Background: an optimization exercise with open tools, aiming at small area and a short achievable clock period. Do not read the settings as production practice.
Where RTL was checked, it was by simulation tests only, not by an equivalence proof against the original.
The RTL of runs 4 to 9 was laid out without a check of its function.
Power and IR drop assume default switching activity.

==> flow/design.v, too long to show whole: its modules and the start of the top module <==
// module obi_delay_lfsr: 19 lines
// module obi_rem_st0: 6 lines
// module obi_rem_st1: 10 lines
// module obi_rem_st2: 14 lines
// module obi_rem_st3: 20 lines
// module obi_rem_st4: 24 lines
// module obi_rem_st5: 30 lines
// module obi_rem_st6: 36 lines
// module obi_rem_st7: 44 lines
// module obi_rem_st8: 48 lines
// module obi_rem_st9: 54 lines
// module obi_rem_st10: 60 lines
// module obi_rem_st11: 68 lines
// module obi_rem_st12: 74 lines
// module obi_rem_st13: 82 lines
// module obi_rem_st14: 90 lines
// module obi_rem_st15: 100 lines
// module obi_rem_st16: 104 lines
// module obi_rem_st17: 110 lines
// module obi_rem_st18: 116 lines
// module obi_rem_st19: 124 lines
// module obi_rem_st20: 130 lines
// module obi_rem_st21: 138 lines
// module obi_rem_st22: 146 lines
// module obi_rem_st23: 156 lines
// module obi_rem_st24: 162 lines
// module obi_rem_st25: 170 lines
// module obi_rem_st26: 178 lines
// module obi_rem_st27: 188 lines
// module obi_rem_st28: 196 lines
// module obi_rem_st29: 206 lines
// module obi_rem_st30: 216 lines
// module obi_rem_st31: 228 lines
// module obi_rem_lo: 176 lines
// module obi_rem_hi: 155 lines
// module obi_rvalid_delay: 131 lines
module obi_rvalid_delay #(
  parameter int unsigned FIFO_DEPTH = 4,
  parameter int unsigned DATA_WIDTH = 32,
  parameter logic [31:0] LFSR_SEED  = 32'h1
) (
  input  logic                              clk_i,
  input  logic                              rst_ni,
  input  logic                              req_i,
  input  logic                              gnt_i,
  input  logic                              mem_rvalid_i,
  input  logic [DATA_WIDTH-1:0]             mem_rdata_i,
  input  logic                              mem_err_i,
  output logic                              rvalid_core_o,
  output logic [DATA_WIDTH-1:0]             rdata_core_o,
  output logic                              err_core_o,
  input  logic                              en_stall_i,
  input  logic [31:0]                       stall_mode_i,
  input  logic [31:0]                       max_stall_i,
  input  logic [31:0]                       rvalid_stall_i,
  output logic [$clog2(FIFO_DEPTH+1)-1:0]   outstanding_o,
  output logic                              gnt_block_o,
  output logic                              overflow_o,
  output logic                              protocol_err_o
);
  // ...
==> flow/flow/run.sh <==
#!/bin/bash
export SETUP_SLACK_MARGIN=57
export BUFFER_PORTS_ARGS="-buffer_cell sky130_fd_sc_hd__buf_4"
bash standard.sh > standard.log 2>&1
==> flow/standard.sh <==
#!/bin/bash
# synth_recipe.tcl (not shown) runs the flow's synth.tcl, then flattens the netlist and writes it again
# the make line also repeats each setting of config.mk as NAME=value (left out here)
make -C /OpenROAD-flow-scripts/flow DESIGN_CONFIG=/design/flow/config.mk WORK_HOME=/design/flow/orfs CLKGATE_MAP_FILE= SYNTH_SCRIPT=/design/flow/synth_recipe.tcl "${@:-finish}"
==> flow/config.mk <==
export PLATFORM = sky130hd
export DESIGN_NAME = obi_rvalid_delay
export DESIGN_NICKNAME = obi_rvalid_delay
export VERILOG_FILES = /design/flow/design.v
export SDC_FILE = /design/flow/constraint.sdc
export NUM_CORES = 4
export LEC_CHECK = 0
export ABC_AREA = 1
export CAP_MARGIN = 20
export CORE_MARGIN = 2
export CORE_UTILIZATION = 65
export PLACE_DENSITY = 0.75
export SLEW_MARGIN = 20
export SYNTH_HIERARCHICAL = 1
==> flow/constraint.sdc <==
create_clock -name core_clock -period 100.0 [get_ports {clk_i}]
set_input_delay 20.0000 -clock core_clock [delete_from_list [all_inputs] [get_ports {clk_i}]]
set_output_delay 20.0000 -clock core_clock [all_outputs]
set_load 0.01 [all_outputs]
==> results.sh, run 1 <==
export IMPL_synthCells=9357
export IMPL_yosys_warnings=8
export IMPL_stdcell_area_sq_um=57500
export IMPL_switching_share_pct=53.1
export IMPL_ant_nets=1
export IMPL_totalPowerFinal_uw=967
export IMPL_fp_dieW_um=289
export IMPL_status="complete, but fails checks"
export IMPL_drt_first_iter_violations=4465
export IMPL_violatedChecks="antenna rules"
export IMPL_min_path_type="register to register"
export IMPL_rows=104
export IMPL_antenna_found_initial=5
export IMPL_reg_top3="dat_r: 132 flops, dq_r: 96 flops"
export IMPL_clkPwrFrac_pct=15.7
export IMPL_core_sq_um=80400
export IMPL_n_antenna_cell=11
export IMPL_layout_common_cells="nand2_1 (3269), inv_1 (1270), nor2_1 (1048), nand3_1 (667), o21ai_0 (345)"
export IMPL_start_util_pct=65.7
export IMPL_crit_arrival_ns=21.31
export IMPL_grt_overflow_total=0
export IMPL_cp_max_fo=27
export IMPL_wl_um=159000
export IMPL_multiInputGateArea_sq_um=37100
export IMPL_cts_resized=12
export IMPL_power_internal_uw=454
export IMPL_period_needed_ns=41.31
export IMPL_top_register="dat_r"
export IMPL_whs_ns=0.480
export IMPL_root_buffer="clkbuf_16"
==> inputs of run 2 (changes only) <==
==> flow/flow/run.sh (replaced) <==
#!/bin/bash
export SETUP_SLACK_MARGIN=61
export BUFFER_PORTS_ARGS="-buffer_cell sky130_fd_sc_hd__buf_4"
bash standard.sh > standard.log 2>&1
==> run 2 against run 1 <==
Still fails the layout checks on antenna rules. Sequential cell count unchanged. Sequential share of layout area decreased by 2.9 points. Area after synthesis unchanged. Sequential power about the same. Maximum frequency decreased by 0.74%. Final area increased by 21%. Clock skew increased by 0.0038 ns. Synthesized cell count unchanged. First-iteration DRC count increased by 82%. Count of clock-buffer cells in the layout unchanged. Hold slack improved by 0.0015 ns. Non-clock buffer count increased by 560.
==> results.sh, run 2 <==
export IMPL_wl_um=219000
export IMPL_cp_max_fo=14
export IMPL_drt_pre_antenna_iters=17
export IMPL_slowest_delay_ns=0.28
export IMPL_io_pins=175
export IMPL_cts_tree="built"
export IMPL_period_share_pct=41.6
export IMPL_dp_hpwl_um=115000
export IMPL_grt_pass1_wl_um=268000
export IMPL_cts_hold_buf=0
export IMPL_required_ns=100.53
export IMPL_maxCapViolCount=0
export IMPL_path_common_cell="nand2_4"
export IMPL_viasPerCell=6.22
export IMPL_gp_congestion=0.991
export IMPL_powerDensity_nw_per_um2=17.0
export IMPL_drive_above_1_share_pct=31.7
export IMPL_crit_arrival_ns=42.15
export IMPL_cp_end_kind="register"
export IMPL_synthCells=9357
export IMPL_p_leak_nw=34.3
export IMPL_final_nets=10300
export IMPL_multiInputGateArea_sq_um=43400
export IMPL_min_path_type="register to register"
export IMPL_insertion_delay_ns=0.61
export IMPL_grt_max_degree=68
export IMPL_layout_common_cells="nand2_1 (2535), inv_1 (1092), nor2_1 (847), nand2_2 (729), buf_4 (669)"
export IMPL_fillers=4641
export IMPL_fin_skew_ns=0.0366
export IMPL_root_buffer="clkbuf_16"
export IMPL_slew_headroom_pct=24.0
export IMPL_remaining_drc_errors=0
export IMPL_grt_pass1_vias=56000
export IMPL_clkSinkCount=367
export IMPL_cts_clk_slew_worst_paths_ns=0.07
export IMPL_area_delta_synth_final_pct=32.0
export IMPL_ant_nets=1
export IMPL_rows=104
export IMPL_die_area_sq_um=83500
export IMPL_top_register="dat_r"
export IMPL_fmax_ghz=0.0240
export IMPL_antenna_found_initial=5
export IMPL_power_ir_vdd_worst_v=0.0000162
export IMPL_hold_violations=0
export IMPL_grt_total_usage_pct=38.8
export IMPL_slowest_stage="a21oi_4"
export IMPL_die_y_um=289
export IMPL_setup_tns_ns=0
export IMPL_setup_violations=0
export IMPL_final_common_cell="nand2_1"
export IMPL_status="complete, but fails checks"
export IMPL_fp_dieW_um=289
export IMPL_fin_ws_ns=58.38
export IMPL_crit_path_start_kind="primary input"
export IMPL_reg_top3="dat_r: 132 flops, dq_r: 96 flops"
export IMPL_syn_area_per_cell_sq_um=5.64
export IMPL_yosys_warnings=8
export IMPL_rsz0062_at_grt="yes"
export IMPL_cts_buffer_depth=3
export IMPL_via_count=70000
export IMPL_io_buffers=174
export IMPL_wl_per_cell_um=19.5
export IMPL_syn_area_sq_um=52800
export IMPL_period_needed_ns=41.62
export IMPL_largest_reg_flops=132
export IMPL_maxSlewViolCount=0
export IMPL_h_tree_depth=2
export IMPL_start_util_pct=65.7
export IMPL_grt_overflow_total=0
export IMPL_worstMarginPinSlew_ns=1.13
export IMPL_dp_slack_ns=55.84
export IMPL_drt_first_iter_violations=8131
export IMPL_sequential_cell_area_sq_um=9720
export IMPL_numCtsBuffers=40
export IMPL_violatedChecks="antenna rules"
export IMPL_path_class="primary input to register"
export IMPL_core_sq_um=80400
## run 2: report_power, final
| group | leakage, nW | switching [mW] | internal [mW] | total [mW] |
|---|---|---|---|---|
| logic | 30.5 | 0.557 | 0.283 | 0.840 |
| registers | 3.23 | 0.0113 | 0.179 | 0.190 |
| clock network | 0.646 | 0.0698 | 0.0856 | 0.155 |
## run 2: final timing paths
check	depth (start not counted)	start	to	slack (ns)
max	198	max_stall_i[16]	prem_r[15]$_DFF_P_	58.38
min reg2reg	2	u_lfsr.state_r[11]$_SDFFE_PN0P_	u_lfsr.state_r[10]$_SDFFE_PN0P_	0.48
max reg2reg	170	pmx_r[14]$_DFF_P_	hcnt_r[10]$_SDFF_PN0_	77.22
min	2	u_lfsr.state_r[11]$_SDFFE_PN0P_	u_lfsr.state_r[10]$_SDFFE_PN0P_	0.48
## run 2: area by class of cell
cell class                 instances  share of cell area (%)
clock buffer                      47                    1.47
clock inverter                    25                   0.427
antenna                           13                  0.0467
tap                             1060                    1.90
sequential                       367                    14.0
timing repair buffer             860                    12.0
multi-input combinational       7416                    62.2
inverter                        1463                    7.93
## run 2: repair_timing
item / 4_1_cts / 5_1_grt
resized for setup: 397 / 1741
endpoints found under the setup margin: 54 / 54
pin swaps: 125 / 697
setup buffers: 140 / 446
gates cloned: 51 / 51
## run 2: per-stage QoR
stage / util (%) / hold slack [ns] / cells / cell area (sq um) / power, mW
after global routing: 86.6 / 0.506 / 11200 / 69700 / 1.26
after detailed placement: 67.9 / 0.466 / 10500 / 54600 / 0.790
final: 86.7 / 0.481 / 11300 / 69700 / 1.19
after floorplan: - / 0.436 / 9357 / 52800 / 0.664
after CTS: 74.1 / 0.479 / 10700 / 59600 / 0.982
after global placement: 67.9 / 0.448 / 10500 / 54600 / 0.778
## run 2: per-layer routing
metal | vias up | GRT usage [%] | part of all wire [%]
met5 | - | 0 | 0.0055
met4 | 2 | 22.5 | 10
met3 | 1965 | 5.58 | 12
met2 | 5147 | 67.7 | 44
met1 | 31300 | 45.3 | 33
li1 | 31500 | - | -
## run 2: worst max-delay path: cells and delay by family
| family | cells | cell delay (ns) |
|---|---|---|
| compound gates | 25 | 4.04 |
| simple gates | 141 | 14.18 |
| buf+inv | 31 | 3.52 |
| xor+xnor | 1 | 0.25 |
==> inputs of run 3 (changes only) <==
==> flow/flow/run.sh (replaced) <==
#!/bin/bash
export SETUP_SLACK_MARGIN=57
export BUFFER_PORTS_ARGS="-buffer_cell sky130_fd_sc_hd__buf_4"
export MAX_REPAIR_ANTENNAS_ITER_DRT=10
bash standard.sh > standard.log 2>&1
--- a/flow/config.mk
+++ b/flow/config.mk
@@ -10,4 +10,4 @@
 export CORE_MARGIN = 2
-export CORE_UTILIZATION = 65
-export PLACE_DENSITY = 0.75
+export CORE_UTILIZATION = 60
+export PLACE_DENSITY = 0.7
 export SLEW_MARGIN = 20
==> run 3 against run 2 <==
Highest routed layer unchanged. Area after synthesis did not move. Largest power group unchanged. Sequential power about the same. Clock power increased by 8%. Global-route usage shrank 5.2 points. Synthesized cell count unchanged. Now clean on timing, DRC and antenna.
==> results.sh, run 3 <==
export IMPL_via_count=58700
export IMPL_syn_area_per_cell_sq_um=5.64
export IMPL_start_util_pct=60.7
export IMPL_dp_slack_ns=55.73
export IMPL_viasPerCell=5.46
export IMPL_hold_violations=0
export IMPL_period_needed_ns=41.16
export IMPL_path_delay_family="simple AND/OR/NAND/NOR gates"
export IMPL_fin_skew_ns=0.0337
export IMPL_largest_reg_flops=132
export IMPL_final_common_cell="nand2_1"
export IMPL_p_leak_nw=30.4
export IMPL_final_nets=9728
export IMPL_clkSinkCount=367
export IMPL_grt_max_degree=67
export IMPL_grt_pass1_vias=52400
export IMPL_slowest_delay_ns=0.54
export IMPL_setup_violations=0
export IMPL_path_class="register to output port"
export IMPL_period_share_pct=41.2
export IMPL_grt_total_usage_pct=33.6
export IMPL_crit_path_start_kind="register"
export IMPL_fin_ws_ns=58.84
export IMPL_top_register="dat_r"
export IMPL_ant_nets=0
export IMPL_cts_buffer_depth=3
export IMPL_root_buffer="clkbuf_16"
export IMPL_path_common_cell="nand2_1"
export IMPL_yosys_warnings=8
export IMPL_min_path_type="register to register"
export IMPL_worstMarginPinSlew_ns=1.08
export IMPL_reg_top3="dat_r: 132 flops, dq_r: 96 flops"
export IMPL_wl_per_cell_um=14.8
export IMPL_drt_pre_antenna_iters=6
export IMPL_numCtsBuffers=40
export IMPL_whs_ns=0.481
export IMPL_synthCells=9357
export IMPL_gp_congestion=0.955
export IMPL_fp_dieW_um=301
export IMPL_crit_arrival_ns=21.16
export IMPL_io_buffers=174
export IMPL_dp_hpwl_um=117000
export IMPL_cp_end_kind="output port"
export IMPL_fmax_ghz=0.0243
export IMPL_rsz0062_at_grt="no"
export IMPL_cts_clk_slew_worst_paths_ns=0.07
export IMPL_drive_above_1_share_pct=13.3
export IMPL_power_ir_vdd_worst_v=0.0000161
export IMPL_die_area_sq_um=90400
export IMPL_placed_cells=10600
export IMPL_fin_cells=10700
export IMPL_utilization_pct=66.4
export IMPL_maxSlewViolCount=0
export IMPL_area_delta_synth_final_pct=9.46
export IMPL_status="no timing/DRC/antenna violations"
export IMPL_h_tree_depth=2
export IMPL_cts_hold_buf=0
export IMPL_setup_tns_ns=0
export IMPL_drt_first_iter_violations=4585
export IMPL_maxCapViolCount=0
export IMPL_required_ns=80.00
export IMPL_worst_path_buf_inv=21
export IMPL_powerDensity_nw_per_um2=17.0
export IMPL_layout_common_cells="nand2_1 (3269), inv_1 (1268), nor2_1 (1050), nand3_1 (667), o21ai_0 (345)"
export IMPL_antenna_found_initial=8
export IMPL_grt_overflow_total=0
export IMPL_grt_pass1_wl_um=253000
export IMPL_slew_headroom_pct=27.5
export IMPL_fillers=8297
export IMPL_die_y_um=301
export IMPL_slowest_stage="a21boi_0"
export IMPL_rows=108
export IMPL_core_sq_um=87000
export IMPL_cp_max_fo=27
export IMPL_wl_um=159000
export IMPL_io_pins=175
export IMPL_remaining_drc_errors=0
export IMPL_cts_tree="built"
export IMPL_syn_area_sq_um=52800
export IMPL_insertion_delay_ns=0.60
==> run 3: worst register-to-register path, delay by kind of cell, from the launching register on <==
kind            cells  cell delay [ns]
compound gates     20             4.06
buf+inv            19             2.48
fa+ha+maj           1             0.23
flops               1             0.30
simple gates      129            15.13
==> run 3: metal layers <==
layer | wire (um) | vias up | GRT usage, %
li1 | - | 30200 | -
met1 | 66400 | 26500 | 41.4
met2 | 77400 | 1666 | 60.4
met3 | 9610 | 325 | 3.48
met4 | 6000 | 4 | 12.1
met5 | 33 | - | 0
==> run 3: final cells by class <==
type / instances / area (sq um) / area share, %
Multi-Input combinational cell: 7374 / 37000 / 64.0
Clock buffer: 52 / 1090 / 1.88
Timing Repair Buffer: 307 / 2690 / 4.66
Tap cell: 1155 / 1450 / 2.50
Inverter: 1463 / 5500 / 9.52
Clock inverter: 22 / 402 / 0.695
Antenna cell: 5 / 12.5 / 0.0216
Sequential cell: 367 / 9670 / 16.7
==> run 3: path summary, 6_finish.rpt <==
path                               start                     to  slack (ns)  depth (start not counted)
hold reg to reg   rptr_r[1]$_SDFFE_PN0P_               register        0.48                          2
setup / recovery       pmx_r[28]$_DFF_P_       rdata_core_o[22]       58.84                        158
setup reg to reg       pmx_r[28]$_DFF_P_  hcnt_r[10]$_SDFF_PN0_       77.72                        169
hold / removal    rptr_r[1]$_SDFFE_PN0P_               register        0.48                          2
==> run 3: stage by stage <==
stage               instance area, sq um  total power [mW]
finish                             57800             0.982
floorplan                          52800             0.664
global placement                   54700             0.782
CTS                                56300             0.963
global route                       57800              1.07
detailed placement                 54700             0.792
==> run 3: repair_timing <==
item / in CTS / in global routing
setup endpoints to repair: 34 / 54
gates resized for setup: 11 / 114
setup buffers: 0 / 77
cloned: 9 / 8
pin swaps: 9 / 41
==> run 3: power breakdown <==
part           switching, mW  total (mW)  internal, mW
clock network         0.0666       0.168         0.101
logic                  0.435       0.624         0.189
registers             0.0110       0.190         0.179
total                  0.512       0.982         0.469
==> module obi_rvalid_delay, before the edit <==
module obi_rvalid_delay #(
  parameter int unsigned FIFO_DEPTH = 4,
  parameter int unsigned DATA_WIDTH = 32,
  parameter logic [31:0] LFSR_SEED  = 32'h1
) (
  input  logic                              clk_i,
  input  logic                              rst_ni,
  input  logic                              req_i,
  input  logic                              gnt_i,
  input  logic                              mem_rvalid_i,
  input  logic [DATA_WIDTH-1:0]             mem_rdata_i,
  input  logic                              mem_err_i,
  output logic                              rvalid_core_o,
  output logic [DATA_WIDTH-1:0]             rdata_core_o,
  output logic                              err_core_o,
  input  logic                              en_stall_i,
  input  logic [31:0]                       stall_mode_i,
  input  logic [31:0]                       max_stall_i,
  input  logic [31:0]                       rvalid_stall_i,
  output logic [$clog2(FIFO_DEPTH+1)-1:0]   outstanding_o,
  output logic                              gnt_block_o,
  output logic                              overflow_o,
  output logic                              protocol_err_o
);
  localparam int SPLIT = 19;   
  logic [DATA_WIDTH:0] dat_r [0:3];
  logic [1:0]  wptr_r, rptr_r;
  logic [2:0]  cnt_r;
  logic [31:0] dq_r [0:2];
  logic [1:0]  dqw_r, dqr_r;
  logic [31:0] hcnt_r;
  logic        pend_r, phead_r, pdiv_r;
  logic [31:0] pmx_r;
  logic [SPLIT:0] prem_r;
  logic [2:0]  outst_r;
  logic        ovf_r, perr_r;
  logic [31:0] lfsr_s, xprev_s;
  logic        push_s, rv_s, empty_s, full_s, one_s, pendq_s, newhead_s, take_next_s;
  logic        is_div_s, is_std_s;
  logic [31:0] rem1_s, rem2_s, dly_s, hc_s, nd_s;
  logic        dly_zero_s, hc_zero_s, rem2z_s;
  obi_delay_lfsr #(
    .SEED (LFSR_SEED),
    .POLY (LFSR_POLY)
  ) u_lfsr (
    .clk_i     (clk_i),
    .rst_ni    (rst_ni),
    .advance_i (push_s),
    .state_o   (lfsr_s)
  );
  always_comb begin
    xprev_s[0] = lfsr_s[31];
    for (int i = 0; i < 31; i++)
      xprev_s[i+1] = lfsr_s[i] ^ (lfsr_s[31] & LFSR_POLY[i]);
  end
  obi_rem_lo u_rem1 (
    .mx   (max_stall_i),
    .x    (lfsr_s),
    .rin  (32'd0),
    .rout (rem1_s)
  );
  obi_rem_hi u_rem2 (
    .mx   (pmx_r),
    .x    (xprev_s),
    .rin  (32'(prem_r)),
    .rout (rem2_s),
    .zout (rem2z_s)
  );
  assign is_div_s = en_stall_i && (stall_mode_i == RANDOM);
  assign is_std_s = en_stall_i && (stall_mode_i == STANDARD);
  assign dly_s      = pdiv_r ? rem2_s : pmx_r;
  assign dly_zero_s = pdiv_r ? rem2z_s : (pmx_r == 32'd0);
  assign hc_s       = phead_r ? dly_s : hcnt_r;
  assign hc_zero_s  = phead_r ? dly_zero_s : (hcnt_r == 32'd0);
  assign empty_s   = (cnt_r == 3'd0);
  assign full_s    = cnt_r[2];
  assign one_s     = (cnt_r == 3'd1);
  assign rv_s      = !empty_s && hc_zero_s;
  assign push_s    = mem_rvalid_i && (!full_s || rv_s);
  assign pendq_s   = pend_r && !phead_r;
  assign newhead_s = push_s && (empty_s || (rv_s && one_s));
  assign take_next_s = rv_s && !one_s;
  assign nd_s = (pendq_s && cnt_r == 3'd2) ? dly_s : dq_r[dqr_r];
  always_ff @(posedge clk_i) begin
    if (!rst_ni) begin
      wptr_r  <= '0;
      rptr_r  <= '0;
      cnt_r   <= '0;
      dqw_r   <= '0;
      dqr_r   <= '0;
      hcnt_r  <= '0;
      pend_r  <= 1'b0;
      phead_r <= 1'b0;
      outst_r <= '0;
      ovf_r   <= 1'b0;
      perr_r  <= 1'b0;
    end else begin
      if (push_s) wptr_r <= wptr_r + 2'd1;
      if (rv_s)   rptr_r <= rptr_r + 2'd1;
      cnt_r <= cnt_r + {2'b0, push_s} - {2'b0, rv_s};
      if (pendq_s) dqw_r <= (dqw_r == 2'd2) ? 2'd0 : dqw_r + 2'd1;
      if (take_next_s) dqr_r <= (dqr_r == 2'd2) ? 2'd0 : dqr_r + 2'd1;
      if (take_next_s)     hcnt_r <= nd_s;
      else if (!hc_zero_s) hcnt_r <= hc_s - 32'd1;
      else                 hcnt_r <= 32'd0;
      pend_r  <= push_s;
      phead_r <= newhead_s;
      case ({req_i && gnt_i, rv_s})
        2'b10: if (outst_r != 3'd4) outst_r <= outst_r + 3'd1;
        2'b01: if (outst_r == 3'd0) perr_r <= 1'b1;
               else outst_r <= outst_r - 3'd1;
        default: ;
      endcase
      if (mem_rvalid_i && full_s && !rv_s) ovf_r <= 1'b1;
    end
  end
  always_ff @(posedge clk_i) begin
    if (push_s) dat_r[wptr_r] <= {mem_rdata_i, mem_err_i};
    if (pendq_s) dq_r[dqw_r] <= dly_s;
    pdiv_r <= is_div_s;
    pmx_r  <= is_div_s ? max_stall_i : (is_std_s ? rvalid_stall_i : 32'd0);
    prem_r <= rem1_s[SPLIT:0];
  end
  assign rvalid_core_o  = rv_s;
  assign rdata_core_o   = rv_s ? dat_r[rptr_r][DATA_WIDTH:1] : '0;
  assign err_core_o     = rv_s ? dat_r[rptr_r][0] : 1'b0;
  assign outstanding_o  = outst_r;
  assign gnt_block_o    = outst_r[2];
  assign overflow_o     = ovf_r;
  assign protocol_err_o = perr_r;
endmodule
==> inputs of run 4 (changes only) <==
--- a/flow/design.v
+++ b/flow/design.v
@@ -3780,3 +3780,2 @@
       dqr_r   <= '0;
-      hcnt_r  <= '0;
       pend_r  <= 1'b0;
@@ -3792,5 +3791,2 @@
       if (take_next_s) dqr_r <= (dqr_r == 2'd2) ? 2'd0 : dqr_r + 2'd1;
-      if (take_next_s)     hcnt_r <= nd_s;
-      else if (!hc_zero_s) hcnt_r <= hc_s - 32'd1;
-      else                 hcnt_r <= 32'd0;
       pend_r  <= push_s;
@@ -3807,2 +3803,5 @@
   always_ff @(posedge clk_i) begin
+    if (take_next_s)     hcnt_r <= nd_s;
+    else if (!hc_zero_s) hcnt_r <= hc_s - 32'd1;
+    else                 hcnt_r <= 32'd0;
     if (push_s) dat_r[wptr_r] <= {mem_rdata_i, mem_err_i};
==> run 4 against run 3 <==
Cell count decreased by 0.24%. Die area decreased by 0.27%. Clock power decreased by 9%. Non-clock buffer count unchanged. Still clean on timing, DRC and antenna. First-iteration DRC count decreased by 8.4%. Via count decreased by 0.51%. Largest power group unchanged. Wire length increased by 1.4%. Highest routed layer is now met4.
==> results.sh, run 4 <==
export IMPL_status="no timing/DRC/antenna violations"
export IMPL_antenna_found_initial=3
export IMPL_rsz0062_at_grt="no"
export IMPL_start_util_pct=60.6
export IMPL_grt_pass1_wl_um=252000
export IMPL_min_path_type="register to register"
export IMPL_totalPowerFinal_uw=894
export IMPL_slowest_stage="a21boi_0"
export IMPL_grt_max_degree=68
export IMPL_highest_layer="met4"
export IMPL_clkPwrFrac_pct=17.1
export IMPL_power_internal_uw=436
export IMPL_path_class="primary input to register"
export IMPL_wl_per_cell_um=15.1
export IMPL_switching_share_pct=51.3
export IMPL_placed_area_sq_um=54500
export IMPL_crit_arrival_ns=41.74
export IMPL_rows=108
export IMPL_hold_violations=0
export IMPL_die_area_sq_um=90200
export IMPL_fp_dieW_um=300
export IMPL_whs_ns=0.465
export IMPL_cp_end_kind="register"
export IMPL_dp_hpwl_um=119000
export IMPL_yosys_warnings=8
export IMPL_route_met3_wl_um=8840
export IMPL_syn_area_per_cell_sq_um=5.65
export IMPL_die_y_um=300
export IMPL_largest_reg_flops=132
export IMPL_h_tree_depth=2
export IMPL_cts_hold_buf=0
export IMPL_cts_buffer_depth=3
export IMPL_cts_tree="built"
export IMPL_fin_skew_ns=0.0276
export IMPL_reg_top3="dat_r: 132 flops, dq_r: 96 flops"
export IMPL_io_buffers=174
export IMPL_via_count=58400
export IMPL_period_needed_ns=41.27
export IMPL_synthCells=9328
export IMPL_maxCapViolCount=0
export IMPL_final_common_cell="nand2_1"
export IMPL_slew_headroom_pct=21.4
export IMPL_drive_above_1_share_pct=13.7
export IMPL_grt_overflow_total=0
export IMPL_cts_clk_slew_worst_paths_ns=0.06
export IMPL_grt_pass1_vias=52000
export IMPL_remaining_drc_errors=0
export IMPL_insertion_delay_ns=0.63
export IMPL_path_delay_family="simple AND/OR/NAND/NOR gates"
export IMPL_viasPerCell=5.45
export IMPL_core_sq_um=86900
export IMPL_clkSinkCount=367
export IMPL_power_ir_vdd_worst_v=0.0000233
export IMPL_worst_path_buf_inv=29
export IMPL_grt_total_usage_pct=33.9
export IMPL_worstMarginPinSlew_ns=1.17
export IMPL_p_leak_nw=30.1
export IMPL_powerDensity_nw_per_um2=15.5
export IMPL_seq_power_share_pct=21.3
export IMPL_final_nets=9704
export IMPL_path_common_cell="nand2_1"
export IMPL_crit_path_start_kind="primary input"
export IMPL_top_register="dat_r"
export IMPL_stdcell_area_sq_um=57700
export IMPL_combPwrFrac_pct=61.6
export IMPL_layout_common_cells="nand2_1 (3216), inv_1 (1271), nor2_1 (1033), nand3_1 (657), o21ai_0 (353)"
export IMPL_maxSlewViolCount=0
export IMPL_wl_um=162000
export IMPL_io_pins=175
export IMPL_gp_congestion=0.959
export IMPL_ant_nets=0
export IMPL_fmax_ghz=0.0242
export IMPL_required_ns=100.46
export IMPL_setup_violations=0
export IMPL_dr_wl_met2_um=77500
export IMPL_setup_tns_ns=0
export IMPL_numCtsBuffers=40
export IMPL_slowest_delay_ns=0.51
export IMPL_switchingPower_uw=458
export IMPL_cp_max_fo=23
export IMPL_period_share_pct=41.3
export IMPL_drt_pre_antenna_iters=6
export IMPL_area_delta_synth_final_pct=9.53
export IMPL_wl_met1_um=66200
export IMPL_root_buffer="clkbuf_16"
export IMPL_syn_area_sq_um=52700
export IMPL_drt_first_iter_violations=4198
run 4: final timing paths:
| check | cells after the start | start | to | slack [ns] |
|---|---|---|---|---|
| setup / recovery | 197 | max_stall_i[10] | prem_r[6]$_DFF_P_ | 58.73 |
| hold / removal | 2 | rptr_r[1]$_SDFFE_PN0P_ | register | 0.47 |
| hold reg to reg | 2 | rptr_r[1]$_SDFFE_PN0P_ | register | 0.47 |
| setup reg to reg | 175 | pmx_r[8]$_DFF_P_ | hcnt_r[26]$_DFF_P_ | 76.65 |
run 4: what timing repair did:
item                                    CTS  global route
resized for setup                        24           137
endpoints found under the setup margin   34            54
pin swaps                                11            46
cloned                                    9            11
buffers inserted                         15            66
endpoints found under the hold margin     0             0
run 4: power by group through the flow:
stage | sequential (mW) | combinational, mW | clock (mW)
2_1_floorplan | 0.190 | 0.417 | 0
3_3_place_gp | 0.193 | 0.520 | 0
3_5_place_dp | 0.193 | 0.529 | 0
4_1_cts | 0.190 | 0.534 | 0.155
5_1_grt | 0.192 | 0.623 | 0.160
6_report | 0.190 | 0.550 | 0.153
run 4: per-layer routing:
metal	track usage [%]	up-vias
li1	-	30100
met1	39.7	26200
met2	60.6	1651
met3	3.33	414
met4	18.3	0
met5	0	-
run 4: final cells by class:
type	instances	area, sq um
tap	1155	1450
timing repair buffer	307	2700
antenna	3	7.51
inverter	1470	5520
clock buffer	55	1080
sequential	367	9690
multi-input combinational	7343	37000
fill	8239	29200
clock inverter	19	249
run 4: worst register-to-register path, delay by kind of cell (launching register included):
family | cells | cell delay, ns
and+or+nand+nor | 137 | 15.84
AOI/OAI and AO/OA | 20 | 4.27
DFF | 1 | 0.47
adders and majority gates | 1 | 0.50
buffers and inverters | 17 | 2.09
run 4: per-stage QoR:
step / util (%) / setup WS [ns] / instances
6_report: 66.4 / 58.73 / 10700
5_1_grt: 66.4 / 56.90 / 10700
4_1_cts: 64.7 / 57.03 / 10600
3_5_place_dp: 62.8 / 55.47 / 10500
3_3_place_gp: 62.8 / 55.92 / 10500
2_1_floorplan: - / 62.19 / 9328
==> inputs of run 5 (changes only) <==
--- a/flow/config.mk
+++ b/flow/config.mk
@@ -7,3 +7,2 @@
 export LEC_CHECK = 0
-export ABC_AREA = 1
 export CAP_MARGIN = 20
==> run 5 against run 4 <==
Highest routed layer unchanged. Combinational power shrank about 20%. Clock skew grew 0.014 ns. Largest cell class unchanged. Worst setup slack lost 11 ns.
==> results.sh, run 5 <==
export IMPL_combPwrFrac_pct=57.1
export IMPL_top_register="dat_r"
export IMPL_layout_common_cells="buf_4 (756), inv_1 (532), xnor2_1 (518), nor2_1 (324), nand2_1 (314)"
export IMPL_cts_hold_buf=0
export IMPL_largest_reg_flops=132
export IMPL_hold_violations=0
export IMPL_power_internal_uw=447
export IMPL_die_area_sq_um=80200
export IMPL_via_count=48100
export IMPL_fin_skew_ns=0.0414
export IMPL_slew_headroom_pct=16.4
export IMPL_wl_per_cell_um=21.6
export IMPL_min_path_cells=1
export IMPL_syn_area_per_cell_sq_um=8.25
export IMPL_yosys_warnings=8
export IMPL_fin_ws_ns=48.08
export IMPL_maxSlewViolCount=0
export IMPL_rsz0062_at_grt="yes"
export IMPL_slowest_delay_ns=0.56
export IMPL_root_buffer="clkbuf_16"
export IMPL_cts_buffer_depth=3
export IMPL_holdPathEnd="perr_r$_SDFFE_PN0P_"
export IMPL_clkPwrFrac_pct=19.1
export IMPL_drt_first_iter_violations=4984
export IMPL_wl_um=163000
export IMPL_required_ns=100.51
export IMPL_whs_ns=0.469
export IMPL_reg2reg_depth=153
export IMPL_path_delay_family="compound AO/OA/AOI/OAI gates"
export IMPL_min_from="perr_r$_SDFFE_PN0P_"
export IMPL_crit_path_start_kind="primary input"
export IMPL_dp_slack_ns=44.27
export IMPL_seq_power_share_pct=23.8
export IMPL_antenna_found_initial=2
export IMPL_switchingPower_uw=325
export IMPL_rrSetupSlack_ns=66.45
export IMPL_power_ir_vdd_worst_v=0.0000147
export IMPL_rows=102
export IMPL_final_nets=6666
export IMPL_gp_congestion=0.916
export IMPL_r2r_end="hcnt_r[31]$_DFF_P_"
export IMPL_fillers=4719
export IMPL_drive_above_1_share_pct=34.2
export IMPL_min_path_type="register to register"
export IMPL_io_pins=175
export IMPL_slowest_stage="a21oi_1"
export IMPL_path_common_cell="buf_4"
export IMPL_r2r_start="prem_r[10]$_DFF_P_"
export IMPL_io_buffers=174
export IMPL_viasPerCell=6.36
export IMPL_path_class="primary input to register"
export IMPL_synthCells=5666
export IMPL_worstMarginPinSlew_ns=1.24
export IMPL_cp_max_fo=47
export IMPL_numCtsBuffers=38
export IMPL_status="no timing/DRC/antenna violations"
export IMPL_switching_share_pct=42.1
export IMPL_grt_pass1_wl_um=238000
export IMPL_cts_clk_slew_worst_paths_ns=0.06
export IMPL_setup_violations=0
export IMPL_area_delta_synth_final_pct=34.4
export IMPL_insertion_delay_ns=0.59
export IMPL_h_tree_depth=2
export IMPL_powerDensity_nw_per_um2=12.3
export IMPL_period_needed_ns=51.92
export IMPL_remaining_drc_errors=0
export IMPL_syn_area_sq_um=46800
export IMPL_crit_arrival_ns=52.43
export IMPL_grt_total_usage_pct=36.0
export IMPL_fp_dieW_um=283
export IMPL_fmax_ghz=0.0193
export IMPL_core_sq_um=77300
export IMPL_grt_max_degree=65
export IMPL_dp_hpwl_um=93400
export IMPL_setup_tns_ns=0
export IMPL_clkSinkCount=367
export IMPL_ant_nets=0
export IMPL_maxCapViolCount=0
export IMPL_p_leak_nw=24.4
export IMPL_drt_pre_antenna_iters=8
export IMPL_final_common_cell="buf_4"
export IMPL_grt_overflow_total=0
export IMPL_die_y_um=283
export IMPL_worst_path_buf_inv=52
export IMPL_period_share_pct=51.9
export IMPL_start_util_pct=60.5
export IMPL_reg_top3="dat_r: 132 flops, dq_r: 96 flops"
export IMPL_cts_tree="built"
export IMPL_grt_pass1_vias=44800
export IMPL_cp_end_kind="register"
## run 5: area by class of cell
type	instances	area (sq um)	area share, %
timing repair buffer	901	7980	12.7
clock buffer	48	1030	1.64
tap	1040	1300	2.07
inverter	557	2100	3.35
sequential	367	9720	15.5
antenna	1	2.50	0.00398
multi-input combinational	4626	40500	64.4
clock inverter	22	254	0.404
## run 5: timing repair
action                                  in CTS  in global routing
setup buffers                              461                194
cloned                                      33                  3
endpoints found under the setup margin      54                 54
resized for setup                          572                395
pin swaps                                  411                268
## run 5: per-stage QoR
stage	utilization, %	power [mW]	area, sq um	instances
2_1_floorplan	-	0.450	48300	5668
3_3_place_gp	65.2	0.520	50400	6799
3_5_place_dp	65.2	0.525	50400	6800
4_1_cts	76.6	0.724	59200	7364
5_1_grt	81.3	0.811	62900	7561
6_report	81.3	0.771	62900	7562
## run 5: worst max path at each step
stage	from	cells past startpoint	slack, ns	endpoint
floorplan	max_stall_i[22]	148	50.42	prem_r[10]$_DFF_P_
global placement	max_stall_i[29]	139	44.24	prem_r[15]$_DFF_P_
detailed placement	max_stall_i[29]	140	44.27	prem_r[14]$_DFF_P_
CTS	u_lfsr.state_r[10]$_SDFFE_PN0P_	142	49.55	rdata_core_o[12]
global route	max_stall_i[10]	150	47.16	prem_r[14]$_DFF_P_
finish	max_stall_i[10]	169	48.08	prem_r[11]$_DFF_P_
## run 5: power groups by stage
stage	logic (mW)	registers (mW)	clock network [mW]
finish	0.440	0.184	0.147
global route	0.471	0.185	0.155
CTS	0.392	0.184	0.148
detailed placement	0.338	0.187	0
global placement	0.334	0.186	0
floorplan	0.267	0.184	0
## run 5: per-layer routing
metal	vias to the layer above	share of wire (%)	GRT usage, %
li1	21700	-	-
met1	23200	40	47.5
met2	2521	46	59.5
met3	636	9.2	6.00
met4	0	4.5	12.7
met5	-	0	0
==> inputs of run 6 (changes only) <==
==> flow/flow/run.sh (replaced) <==
#!/bin/bash
export SETUP_SLACK_MARGIN=54
export BUFFER_PORTS_ARGS="-buffer_cell sky130_fd_sc_hd__buf_4"
export MAX_REPAIR_ANTENNAS_ITER_DRT=10
bash standard.sh > standard.log 2>&1
--- a/flow/config.mk
+++ b/flow/config.mk
@@ -7,2 +7,3 @@
 export LEC_CHECK = 0
+export ABC_AREA = 1
 export CAP_MARGIN = 20
==> run 6 against run 5 <==
Power up 15%. Worst setup slack improved by 8.3 ns. First-iteration DRC count shrank 19%. Hold slack worse by 0.0052 ns. Non-clock buffer count fell by 671. Die area is 12% higher. Core utilization down 17 points. Critical path type is now register to output port. Critical endpoint is now rdata_core_o[24].
==> results.sh, run 6 <==
export IMPL_status="no timing/DRC/antenna violations"
export IMPL_grt_max_degree=68
export IMPL_area_delta_synth_final_pct=6.56
export IMPL_reg2reg_depth=166
export IMPL_grt_pass1_wl_um=248000
export IMPL_grt_pass1_vias=51500
export IMPL_r2r_end="hcnt_r[26]$_DFF_P_"
export IMPL_viasPerCell=5.42
export IMPL_remaining_drc_errors=0
export IMPL_via_count=57600
export IMPL_numCtsBuffers=40
export IMPL_stdcell_area_sq_um=56100
export IMPL_io_pins=175
export IMPL_reg_top3="dat_r: 132 flops, dq_r: 96 flops"
export IMPL_die_area_sq_um=90200
export IMPL_core_sq_um=86900
export IMPL_period_needed_ns=43.67
export IMPL_r2r_start="pmx_r[9]$_DFF_P_"
export IMPL_placed_area_sq_um=54500
export IMPL_path_common_cell="nand2_1"
export IMPL_grt_overflow_total=0
export IMPL_cts_tree="built"
export IMPL_gp_congestion=0.959
export IMPL_clkSinkCount=367
export IMPL_io_buffers=174
export IMPL_dp_hpwl_um=119000
export IMPL_final_nets=9617
export IMPL_hold_violations=0
export IMPL_rrSetupSlack_ns=74.64
export IMPL_fp_dieW_um=300
export IMPL_p_leak_nw=29.5
export IMPL_period_share_pct=43.7
export IMPL_setup_tns_ns=0
export IMPL_cp_max_fo=39
export IMPL_placed_cells=10500
export IMPL_powerDensity_nw_per_um2=15.8
export IMPL_fin_cells=10600
export IMPL_path_class="register to output port"
export IMPL_fin_skew_ns=0.0266
export IMPL_min_path_type="register to register"
export IMPL_slowest_stage="a21oi_2"
export IMPL_start_util_pct=60.6
export IMPL_drive_above_1_share_pct=12.3
export IMPL_final_common_cell="nand2_1"
export IMPL_die_y_um=300
export IMPL_top_register="dat_r"
export IMPL_synthCells=9328
export IMPL_grt_total_usage_pct=33.3
export IMPL_wl_um=156000
export IMPL_cts_clk_slew_worst_paths_ns=0.06
export IMPL_worstMarginPinSlew_ns=1.19
export IMPL_fmax_ghz=0.0229
export IMPL_cts_buffer_depth=3
export IMPL_yosys_warnings=8
export IMPL_crit_arrival_ns=23.67
export IMPL_crit_path_start_kind="register"
export IMPL_maxSlewViolCount=0
export IMPL_maxCapViolCount=0
export IMPL_slew_headroom_pct=19.9
export IMPL_min_path_cells=2
export IMPL_drt_pre_antenna_iters=9
export IMPL_totalPowerFinal_uw=884
export IMPL_insertion_delay_ns=0.63
export IMPL_root_buffer="clkbuf_16"
export IMPL_wl_per_cell_um=14.7
export IMPL_h_tree_depth=2
export IMPL_slowest_delay_ns=0.64
export IMPL_required_ns=80.00
export IMPL_layout_common_cells="nand2_1 (3234), inv_1 (1274), nor2_1 (1051), nand3_1 (657), o21ai_0 (354)"
export IMPL_min_from="rptr_r[1]$_SDFFE_PN0P_"
export IMPL_syn_area_per_cell_sq_um=5.65
export IMPL_setup_violations=0
export IMPL_syn_area_sq_um=52700
export IMPL_antenna_found_initial=3
export IMPL_largest_reg_flops=132
export IMPL_cp_end_kind="output port"
export IMPL_rows=108
export IMPL_rsz0062_at_grt="no"
export IMPL_power_ir_vdd_worst_v=0.0000232
export IMPL_ant_nets=0
export IMPL_drt_first_iter_violations=4054
-- run 6: report_power, final --
| part | total, mW | switching, mW | internal (mW) | leakage, nW |
|---|---|---|---|---|
| Combinational | 0.541 | 0.377 | 0.164 | 25.7 |
| Sequential | 0.190 | 0.0112 | 0.179 | 3.25 |
| Clock | 0.153 | 0.0640 | 0.0890 | 0.636 |
| Total | 0.884 | 0.452 | 0.432 | 29.5 |
-- run 6: per-stage QoR --
stage / util, % / hold WS (ns) / worst slack, ns
2_1_floorplan: - / 0.436 / 62.19
3_3_place_gp: 62.8 / 0.453 / 55.92
3_5_place_dp: 62.8 / 0.460 / 55.47
4_1_cts: 64.3 / 0.466 / 54.75
5_1_grt: 64.6 / 0.487 / 54.04
6_report: 64.6 / 0.463 / 56.33
-- run 6: final cells by class --
class,instances,area (sq um)
Fill cell,8410,30800
Clock inverter,19,249
Tap cell,1155,1450
Timing Repair Buffer,230,1770
Inverter,1470,5520
Antenna cell,3,7.51
Sequential cell,367,9680
Clock buffer,55,1080
Multi-Input combinational cell,7333,36400
-- run 6: worst max-delay path: cells and delay by family, from the launching register on --
| family | cells | cell delay (ns) |
|---|---|---|
| buffers and inverters | 13 | 1.62 |
| adders and majority gates | 1 | 0.29 |
| DFF | 1 | 0.30 |
| and+or+nand+nor | 113 | 14.51 |
| AOI/OAI and AO/OA | 25 | 6.15 |
-- run 6: worst max path at each step --
stage / start / endpoint / slack, ns / cells past startpoint
after floorplan: max_stall_i[13] / prem_r[3]$_DFF_P_ / 62.19 / 210
after global placement: pmx_r[10]$_DFF_P_ / rdata_core_o[24] / 55.92 / 142
after detailed placement: pmx_r[10]$_DFF_P_ / rvalid_core_o / 55.47 / 142
after CTS: pmx_r[10]$_DFF_P_ / rvalid_core_o / 54.75 / 142
after global routing: pmx_r[9]$_DFF_P_ / rvalid_core_o / 54.04 / 150
final: pmx_r[9]$_DFF_P_ / rdata_core_o[24] / 56.33 / 152
-- run 6: repair_timing --
action | 4_1_cts | 5_1_grt
buffers inserted | 0 | 5
setup endpoints to repair | 0 | 34
gates resized for setup | 0 | 23
hold buffers | 0 | 0
-- run 6: metal layers --
| layer | up-vias | routed length (um) | GRT usage, % |
|---|---|---|---|
| met4 | 0 | 8900 | 18.0 |
| met1 | 25700 | 64000 | 39.2 |
| li1 | 29900 | - | - |
| met2 | 1610 | 74900 | 59.4 |
| met3 | 379 | 8570 | 3.19 |
| met5 | - | 0 | 0 |
==> inputs of run 7 (changes only) <==
==> flow/flow/run.sh (replaced) <==
#!/bin/bash
export SETUP_SLACK_MARGIN=59
export BUFFER_PORTS_ARGS="-buffer_cell sky130_fd_sc_hd__buf_4"
export MAX_REPAIR_ANTENNAS_ITER_DRT=10
bash standard.sh > standard.log 2>&1
==> run 7 against run 6 <==
The layout now fails its checks (capacitance limit, slew limit). Count of clock-buffer cells in the layout did not move. Sequential cell count stayed put. Synthesized cell count unchanged. Register-to-register slack better by 2.6 ns. Global-route usage is 1.3 points higher. Power is 8.2% higher. Combinational power rose by 13%. Sequential share of layout area is 1.9 points lower. Critical path depth grew 49. Wire length up 15%. Cell count rose by 3.2%. Hold slack improved by 0.0028 ns. Critical endpoint is now prem_r[6]$_DFF_P_. Largest power group unchanged.
==> results.sh, run 7 <==
export IMPL_status="complete, but fails checks"
export IMPL_violatedChecks="capacitance limit, slew limit"
export IMPL_setup_tns_ns=0
export IMPL_top_register="dat_r"
export IMPL_reg2reg_depth=167
export IMPL_cts_clk_slew_worst_paths_ns=0.06
export IMPL_rrSetupSlack_ns=77.24
export IMPL_seq_power_share_pct=19.9
export IMPL_maxCapViolCount=1
export IMPL_h_tree_depth=2
export IMPL_die_area_sq_um=90200
export IMPL_switching_share_pct=51.7
export IMPL_grt_total_usage_pct=34.5
export IMPL_fmax_ghz=0.0245
export IMPL_yosys_warnings=8
export IMPL_wl_per_cell_um=16.4
export IMPL_layout_common_cells="nand2_1 (2924), inv_1 (1198), nor2_1 (932), nand3_1 (638), buf_4 (429)"
export IMPL_powerDensity_nw_per_um2=15.1
export IMPL_via_count=61400
export IMPL_min_path_cells=2
export IMPL_worst_path_buf_inv=26
export IMPL_wl_um=180000
export IMPL_cp_max_fo=8
export IMPL_syn_area_per_cell_sq_um=5.65
export IMPL_power_ir_vdd_worst_v=0.0000232
export IMPL_die_y_um=300
export IMPL_min_from="rptr_r[1]$_SDFFE_PN0P_"
export IMPL_root_buffer="clkbuf_16"
export IMPL_io_pins=175
export IMPL_gp_congestion=0.959
export IMPL_period_share_pct=40.8
export IMPL_start_util_pct=60.6
export IMPL_grt_pass1_wl_um=256000
export IMPL_synthCells=9328
export IMPL_power_internal_uw=462
export IMPL_path_class="primary input to register"
export IMPL_slowest_delay_ns=0.54
export IMPL_antenna_found_initial=2
export IMPL_hold_violations=0
export IMPL_switchingPower_uw=495
export IMPL_reg_top3="dat_r: 132 flops, dq_r: 96 flops"
export IMPL_final_nets=9953
export IMPL_core_sq_um=86900
export IMPL_maxSlewViolCount=5
export IMPL_rsz0062_at_grt="yes"
export IMPL_numCtsBuffers=40
export IMPL_syn_area_sq_um=52700
export IMPL_required_ns=100.50
export IMPL_final_common_cell="nand2_1"
export IMPL_crit_arrival_ns=41.32
export IMPL_viasPerCell=5.60
export IMPL_slowest_stage="a21boi_1"
export IMPL_cts_buffer_depth=3
export IMPL_worstMarginPinSlew_ns=1.72
export IMPL_fp_dieW_um=300
export IMPL_grt_pass1_vias=52700
export IMPL_r2r_end="hcnt_r[26]$_DFF_P_"
export IMPL_drt_pre_antenna_iters=6
export IMPL_clkPwrFrac_pct=16.1
export IMPL_setup_violations=0
export IMPL_grt_max_degree=68
export IMPL_grt_overflow_total=0
export IMPL_cts_tree="built"
export IMPL_path_common_cell="nand2_4"
export IMPL_whs_ns=0.466
export IMPL_area_delta_synth_final_pct=20.0
export IMPL_p_leak_nw=31.8
export IMPL_insertion_delay_ns=0.63
export IMPL_min_path_type="register to register"
export IMPL_dp_hpwl_um=119000
export IMPL_crit_path_start_kind="primary input"
export IMPL_slew_headroom_pct=-15.3
export IMPL_cp_end_kind="register"
export IMPL_combPwrFrac_pct=64.0
export IMPL_ant_nets=0
export IMPL_remaining_drc_errors=0
export IMPL_drive_above_1_share_pct=21.7
export IMPL_drt_first_iter_violations=5377
export IMPL_path_delay_family="simple AND/OR/NAND/NOR gates"
export IMPL_largest_reg_flops=132
export IMPL_r2r_start="pmx_r[9]$_DFF_P_"
export IMPL_fin_skew_ns=0.0320
export IMPL_period_needed_ns=40.82
export IMPL_rows=108
export IMPL_io_buffers=174
export IMPL_clkSinkCount=367
-- run 7: cell count changes in the layout (fill, tap and decap cells not counted), sizes merged --
cell and delta:
a21oi +2, clkinvlp +2, clkbuf +18, buf +277, nand2 +39, inv -2, diode -1
-- run 7: final cells by class --
type / count / area (sq um)
Antenna cell: 2 / 5.00
Clock buffer: 55 / 1080
Clock inverter: 19 / 249
Fill cell: 7388 / 23700
Inverter: 1470 / 5540
Multi-Input combinational cell: 7374 / 40100
Sequential cell: 367 / 9690
Tap cell: 1155 / 1450
Timing Repair Buffer: 525 / 5090
-- run 7: worst register-to-register path, delay by kind of cell (launching register included) --
family / cells / cell delay (ns)
and+or+nand+nor: 116 / 13.98
AOI/OAI and AO/OA: 23 / 4.14
buffers and inverters: 27 / 3.61
adders and majority gates: 1 / 0.51
DFF: 1 / 0.40
-- run 7: metrics by stage --
stage | area (sq um) | setup slack (ns) | util, % | power (mW) | std cells
floorplan | 52700 | 62.19 | - | 0.607 | 9328
global placement | 54500 | 55.92 | 62.8 | 0.712 | 10500
detailed placement | 54500 | 55.47 | 62.8 | 0.722 | 10500
CTS | 57300 | 59.00 | 65.9 | 0.882 | 10700
global route | 63200 | 57.98 | 72.7 | 1.03 | 11000
finish | 63200 | 59.18 | 72.7 | 0.957 | 11000
-- run 7: worst max-delay path by stage --
stage / start / cells after the start / slack, ns / endpoint
6_report: max_stall_i[14] / 201 / 59.18 / prem_r[6]$_DFF_P_
5_1_grt: max_stall_i[17] / 216 / 57.98 / prem_r[6]$_DFF_P_
4_1_cts: pmx_r[9]$_DFF_P_ / 169 / 59.00 / rdata_core_o[13]
3_5_place_dp: pmx_r[10]$_DFF_P_ / 142 / 55.47 / rvalid_core_o
3_3_place_gp: pmx_r[10]$_DFF_P_ / 142 / 55.92 / rdata_core_o[24]
2_1_floorplan: max_stall_i[13] / 210 / 62.19 / prem_r[3]$_DFF_P_
-- run 7: per-layer routing --
| metal | global-route usage [%] | share of wire (%) | vias to the layer above |
|---|---|---|---|
| met5 | 0 | 0 | - |
| met3 | 3.43 | 6.5 | 645 |
| met2 | 61.1 | 48 | 2277 |
| li1 | - | - | 30700 |
| met1 | 40.5 | 38 | 27800 |
| met4 | 20.2 | 7.3 | 0 |
-- run 7: power groups by stage --
stage	registers, mW	logic (mW)	clock network [mW]
2_1_floorplan	0.190	0.417	0
3_3_place_gp	0.193	0.520	0
3_5_place_dp	0.193	0.529	0
4_1_cts	0.190	0.537	0.155
5_1_grt	0.192	0.682	0.160
6_report	0.190	0.613	0.154
-- run 7: repair_timing --
item / CTS / global route
buffers inserted: 70 / 212
pin swaps: 28 / 371
gates resized for setup: 84 / 950
cloned: 12 / 56
endpoints found under the setup margin: 54 / 54
hold buffers: 0 / 0
==> inputs of run 8 (changes only) <==
==> flow/flow/run.sh (replaced) <==
#!/bin/bash
export SETUP_SLACK_MARGIN=56
export BUFFER_PORTS_ARGS="-buffer_cell sky130_fd_sc_hd__buf_4"
export MAX_REPAIR_ANTENNAS_ITER_DRT=10
bash standard.sh > standard.log 2>&1
==> run 8 against run 7 <==
The run now finishes clean. Power decreased by 7.3%. First-iteration DRC count decreased by 20%. Worst setup slack got worse by 1.0 ns. Area after synthesis unchanged. Synthesized cell count unchanged. Core utilization decreased by 7.4 points. Sequential share of layout area increased by 1.7 points. Maximum frequency decreased by 2.5%. Sequential cell count unchanged. Count of clock-buffer cells in the layout unchanged. Die area unchanged. Largest power group unchanged. Highest routed layer unchanged.
==> results.sh, run 8 <==
export IMPL_grt_max_degree=68
export IMPL_reg_top3="dat_r: 132 flops, dq_r: 96 flops"
export IMPL_p_leak_nw=29.8
export IMPL_start_util_pct=60.6
export IMPL_worst_path_buf_inv=15
export IMPL_hold_violations=0
export IMPL_setup_violations=0
export IMPL_cts_hold_buf=0
export IMPL_maxSlewViolCount=0
export IMPL_grt_pass1_vias=51700
export IMPL_h_tree_depth=2
export IMPL_io_pins=175
export IMPL_stdcell_area_sq_um=56800
export IMPL_cp_end_kind="output port"
export IMPL_powerDensity_nw_per_um2=15.6
export IMPL_status="no timing/DRC/antenna violations"
export IMPL_dp_hpwl_um=119000
export IMPL_fin_skew_ns=0.0299
export IMPL_rows=108
export IMPL_antenna_found_initial=3
export IMPL_cts_clk_slew_worst_paths_ns=0.06
export IMPL_cts_buffer_depth=3
export IMPL_insertion_delay_ns=0.63
export IMPL_remaining_drc_errors=0
export IMPL_clkSinkCount=367
export IMPL_layout_common_cells="nand2_1 (3234), inv_1 (1274), nor2_1 (1049), nand3_1 (657), o21ai_0 (354)"
export IMPL_drt_first_iter_violations=4297
export IMPL_root_buffer="clkbuf_16"
export IMPL_slowest_delay_ns=0.40
export IMPL_viasPerCell=5.42
export IMPL_cts_tree="built"
export IMPL_required_ns=80.00
export IMPL_period_needed_ns=41.86
export IMPL_period_share_pct=41.9
export IMPL_grt_pass1_wl_um=250000
export IMPL_sequential_cell_area_sq_um=9680
export IMPL_io_buffers=174
export IMPL_gp_congestion=0.959
export IMPL_die_y_um=300
export IMPL_largest_reg_flops=132
export IMPL_final_common_cell="nand2_1"
export IMPL_slew_headroom_pct=21.1
export IMPL_cp_max_fo=42
export IMPL_crit_arrival_ns=21.86
export IMPL_numCtsBuffers=40
export IMPL_synthCells=9328
export IMPL_placed_area_sq_um=54500
export IMPL_drt_pre_antenna_iters=8
export IMPL_core_sq_um=86900
export IMPL_top_register="dat_r"
export IMPL_area_delta_synth_final_pct=7.84
export IMPL_maxCapViolCount=0
export IMPL_drive_above_1_share_pct=12.7
export IMPL_path_class="register to output port"
export IMPL_path_common_cell="nand2_1"
export IMPL_power_ir_vdd_worst_v=0.0000232
export IMPL_rsz0062_at_grt="no"
export IMPL_die_area_sq_um=90200
export IMPL_fillers=8331
export IMPL_syn_area_per_cell_sq_um=5.65
export IMPL_grt_overflow_total=0
export IMPL_fp_dieW_um=300
export IMPL_setup_tns_ns=0
export IMPL_multiInputGateArea_sq_um=36500
export IMPL_slowest_stage="buf_4"
export IMPL_worstMarginPinSlew_ns=1.18
export IMPL_final_nets=9659
export IMPL_syn_area_sq_um=52700
export IMPL_min_path_type="register to register"
export IMPL_wl_per_cell_um=14.7
export IMPL_grt_total_usage_pct=33.6
export IMPL_ant_nets=0
export IMPL_crit_path_start_kind="register"
export IMPL_yosys_warnings=8
export IMPL_path_delay_family="simple AND/OR/NAND/NOR gates"
export IMPL_via_count=57800
export IMPL_wl_um=157000
export IMPL_fmax_ghz=0.0239
## run 8: cell type report
type                            count  area share, %
Multi-Input combinational cell   7334           64.3
Clock buffer                       55           1.90
Sequential cell                   367           17.0
Timing Repair Buffer              271           4.05
Tap cell                         1155           2.54
Inverter                         1470           9.72
Clock inverter                     19          0.438
Antenna cell                        2        0.00881
## run 8: where the power goes
part / total [mW] / internal (mW) / switching, mW
logic: 0.544 / 0.166 / 0.378
registers: 0.190 / 0.179 / 0.0112
clock network: 0.153 / 0.0889 / 0.0639
## run 8: metrics by stage
step | std cells | hold WS (ns) | total power [mW] | utilization [%] | setup WS [ns]
after global placement | 10500 | 0.453 | 0.712 | 62.8 | 55.92
final | 10700 | 0.464 | 0.887 | 65.4 | 58.14
after detailed placement | 10500 | 0.460 | 0.722 | 62.8 | 55.47
after global routing | 10700 | 0.487 | 0.968 | 65.4 | 55.86
after floorplan | 9328 | 0.436 | 0.607 | - | 62.19
after CTS | 10600 | 0.466 | 0.877 | 64.4 | 56.02
## run 8: timing repair
item                       CTS  global route
pin swaps                    6            22
gates resized for setup     14            39
setup buffers                0            46
setup endpoints to repair   34            54
cloned                       6             4
## run 8: worst register-to-register path, delay by kind of cell (launching register included)
kind / cells / cell delay (ns)
AND/OR/NAND/NOR: 143 / 17.06
AO/OA/AOI/OAI: 18 / 3.63
buffers and inverters: 16 / 2.32
adder cells (fa/ha/maj): 1 / 0.51
flip-flops: 1 / 0.31
## run 8: final timing paths
check	start	end	slack (ns)	depth (start not counted)
max	pmx_r[17]$_DFF_P_	rdata_core_o[24]	58.14	165
max reg2reg	pmx_r[17]$_DFF_P_	hcnt_r[26]$_DFF_P_	76.04	178
min reg2reg	rptr_r[1]$_SDFFE_PN0P_	register	0.46	2
min	rptr_r[1]$_SDFFE_PN0P_	register	0.46	2
## run 8: routing by layer
layer / global-route usage, % / vias up / routed length [um] / share of wire, %
met5: 0 / - / 0 / 0
met4: 18.4 / 0 / 8970 / 5.7
met3: 3.22 / 414 / 8990 / 5.7
met2: 60.0 / 1653 / 75200 / 48
met1: 39.5 / 25800 / 64200 / 41
li1: - / 30000 / - / -
==> inputs of run 9 (changes only) <==
==> flow/flow/run.sh (replaced) <==
#!/bin/bash
export SETUP_SLACK_MARGIN=58
export BUFFER_PORTS_ARGS="-buffer_cell sky130_fd_sc_hd__buf_4"
export MAX_REPAIR_ANTENNAS_ITER_DRT=10
bash standard.sh > standard.log 2>&1
==> run 9 against run 8 <==
Power rose by 3.3%. Cell count rose by 1.1%. First-iteration DRC count rose by 8.8%. Largest cell class unchanged. Final area rose by 4.8%. Register-to-register slack improved by 1.1 ns.
==> results.sh, run 9 <==
export IMPL_p_leak_nw=30.7
export IMPL_crit_arrival_ns=41.32
export IMPL_rows=108
export IMPL_syn_area_per_cell_sq_um=5.65
export IMPL_power_ir_vdd_worst_v=0.0000232
export IMPL_grtUsageMet2_pct=60.7
export IMPL_setup_violations=0
export IMPL_fp_dieW_um=300
export IMPL_required_ns=100.51
export IMPL_cts_buffer_depth=3
export IMPL_period_share_pct=40.8
export IMPL_antenna_found_initial=3
export IMPL_min_path_type="register to register"
export IMPL_grt_overflow_total=0
export IMPL_viasPerCell=5.50
export IMPL_fin_cells=10800
export IMPL_grt_pass1_wl_um=253000
export IMPL_seq_power_share_pct=20.8
export IMPL_yosys_warnings=8
export IMPL_grt_max_degree=68
export IMPL_rsz0062_at_grt="no"
export IMPL_start_util_pct=60.6
export IMPL_powerDensity_nw_per_um2=15.4
export IMPL_switchingPower_uw=472
export IMPL_clkPwrFrac_pct=16.7
export IMPL_use_met1_pct=39.9
export IMPL_period_needed_ns=40.82
export IMPL_remaining_drc_errors=0
export IMPL_gr_usage_met3_pct=3.34
export IMPL_ant_nets=0
export IMPL_grt_busiest_layer="met2"
export IMPL_grt_pass1_vias=52200
export IMPL_layout_common_cells="nand2_1 (3140), inv_1 (1254), nor2_1 (994), nand3_1 (651), o21ai_0 (339)"
export IMPL_insertion_delay_ns=0.63
export IMPL_worstMarginPinSlew_ns=1.35
export IMPL_cts_tree="built"
export IMPL_synthCells=9328
export IMPL_path_class="primary input to register"
export IMPL_reg_top3="dat_r: 132 flops, dq_r: 96 flops"
export IMPL_via_count=59400
export IMPL_h_tree_depth=2
export IMPL_final_nets=9781
export IMPL_clkSinkCount=367
export IMPL_cp_max_fo=24
export IMPL_power_internal_uw=443
export IMPL_slowest_delay_ns=0.53
export IMPL_core_sq_um=86900
export IMPL_crit_path_start_kind="primary input"
export IMPL_largest_reg_flops=132
export IMPL_io_pins=175
export IMPL_fmax_ghz=0.0245
export IMPL_setup_tns_ns=0
export IMPL_grt_total_usage_pct=34.0
export IMPL_gp_congestion=0.959
export IMPL_root_buffer="clkbuf_16"
export IMPL_dp_hpwl_um=119000
export IMPL_drt_pre_antenna_iters=8
export IMPL_placed_cells=10500
export IMPL_status="no timing/DRC/antenna violations"
export IMPL_switching_share_pct=51.6
export IMPL_whs_ns=0.465
export IMPL_io_buffers=174
export IMPL_numCtsBuffers=40
export IMPL_slowest_stage="a21boi_1"
export IMPL_maxSlewViolCount=0
export IMPL_drt_first_iter_violations=4673
export IMPL_combPwrFrac_pct=62.5
export IMPL_cts_clk_slew_worst_paths_ns=0.06
export IMPL_wl_um=169000
export IMPL_final_common_cell="nand2_1"
export IMPL_maxCapViolCount=0
export IMPL_syn_area_sq_um=52700
export IMPL_path_common_cell="nand2_1"
export IMPL_area_delta_synth_final_pct=13.0
export IMPL_die_y_um=300
export IMPL_die_area_sq_um=90200
export IMPL_wl_per_cell_um=15.7
export IMPL_fin_skew_ns=0.0302
export IMPL_drive_above_1_share_pct=16.1
export IMPL_hold_violations=0
export IMPL_cp_end_kind="register"
export IMPL_top_register="dat_r"
export IMPL_slew_headroom_pct=9.32
## run 9: changes by cell type in the layout (fill, tap and decap cells not counted), sizes merged
cell,before,now
a21oi,406,408
buf,271,361
clkbuf,55,61
clkinvlp,2,3
inv,1468,1467
nand2,3534,3558
## run 9: metal layers
| layer | wire, um | part of all wire (%) |
|---|---|---|
| met4 | 11200 | 6.7 |
| met3 | 10400 | 6.1 |
| met5 | 0 | 0 |
| met1 | 66800 | 39 |
| met2 | 80600 | 48 |
## run 9: worst paths after layout
kind,start,depth (start not counted),slack [ns],end
worst max-delay path,max_stall_i[14],188,59.18,prem_r[18]$_DFF_P_
worst min-delay path,rptr_r[1]$_SDFFE_PN0P_,2,0.47,register
worst min register to register,rptr_r[1]$_SDFFE_PN0P_,2,0.47,register
worst max register to register,pmx_r[8]$_DFF_P_,144,77.19,hcnt_r[26]$_DFF_P_
## run 9: area by class of cell
class                           count  area, sq um
Multi-Input combinational cell   7360        38100
Fill cell                        7991        27400
Sequential cell                   367         9690
Inverter                         1470         5530
Timing Repair Buffer              367         3380
Tap cell                         1155         1450
Clock buffer                       55         1080
Clock inverter                     19          249
Antenna cell                        2         5.00
## run 9: worst max-delay path, delay by kind of cell
family / cells / cell delay (ns)
buffers and inverters: 34 / 3.77
AO/OA/AOI/OAI: 30 / 5.69
AND/OR/NAND/NOR: 124 / 11.74
## run 9: metrics by stage
stage	cell area [sq um]	util, %	worst slack [ns]	total power [mW]
finish	59500	68.5	59.18	0.916
global route	59500	68.5	57.60	0.995
global placement	54500	62.8	55.92	0.712
floorplan	52700	-	62.19	0.607
CTS	56600	65.1	58.00	0.880
detailed placement	54500	62.8	55.47	0.722
## run 9: power by group through the flow
stage	registers [mW]	clock network, mW	logic (mW)
final	0.190	0.153	0.572
after global placement	0.193	0	0.520
after detailed placement	0.193	0	0.529
after global routing	0.192	0.160	0.643
after floorplan	0.190	0	0.417
after CTS	0.190	0.155	0.535
## run 9: repair_timing
item / CTS / global route
pin swaps: 17 / 116
hold buffers: 0 / 0
buffers inserted: 39 / 98
gates resized for setup: 40 / 404
gates cloned: 9 / 32
setup endpoints to repair: 54 / 54

afterwards: timing with drivers on the ports:
How much do the figures lean on ideal ports? The routed layouts below were timed once more, with nothing changed but the port constraints.
Step 1 sets driving cells, clkbuf_16 on the clock port and buf_2 on the other inputs (assumed; they add their load-dependent delay and slew).
Step 2 times the ports against the registers' clock, not the clock port: input delays grow and output delays shrink by t, the midpoint of the rising clock arrivals with the driver on.
Three values: ideal ports, drivers, drivers and shift; two values: the first two.
run | shift t [ns] | setup slack, ns | worst setup path after step 2 | worst data-port slew with drivers (ns)
run 1 | 0.649 | 58.686 / 58.614 / 58.282 | input to register | 0.12
run 2 | 0.663 | 58.380 / 58.295 / 57.632 | input to register | 0.27
run 3 | 0.651 | 58.843 / 58.773 / 58.562 | input to register | 0.11
run 4 | 0.686 | 58.728 / 58.778 / 58.092 | input to register | 0.13
run 5 | 0.626 | 48.081 / 48.096 / 47.470 | input to register | 0.13
run 6 | 0.690 | 56.332 / 56.259 / 56.561 | input to register | 0.13
run 7 | 0.695 | 59.176 / 59.073 / 58.378 | input to register | 0.24
run 8 | 0.686 | 58.135 / 58.062 / 57.543 | input to register | 0.13
run 9 | 0.690 | 59.183 / 59.195 / 58.505 | input to register | 0.18
The setup slack of run 7, which loses most, moves by -0.103 ns with the drivers and by -0.798 ns with both steps.
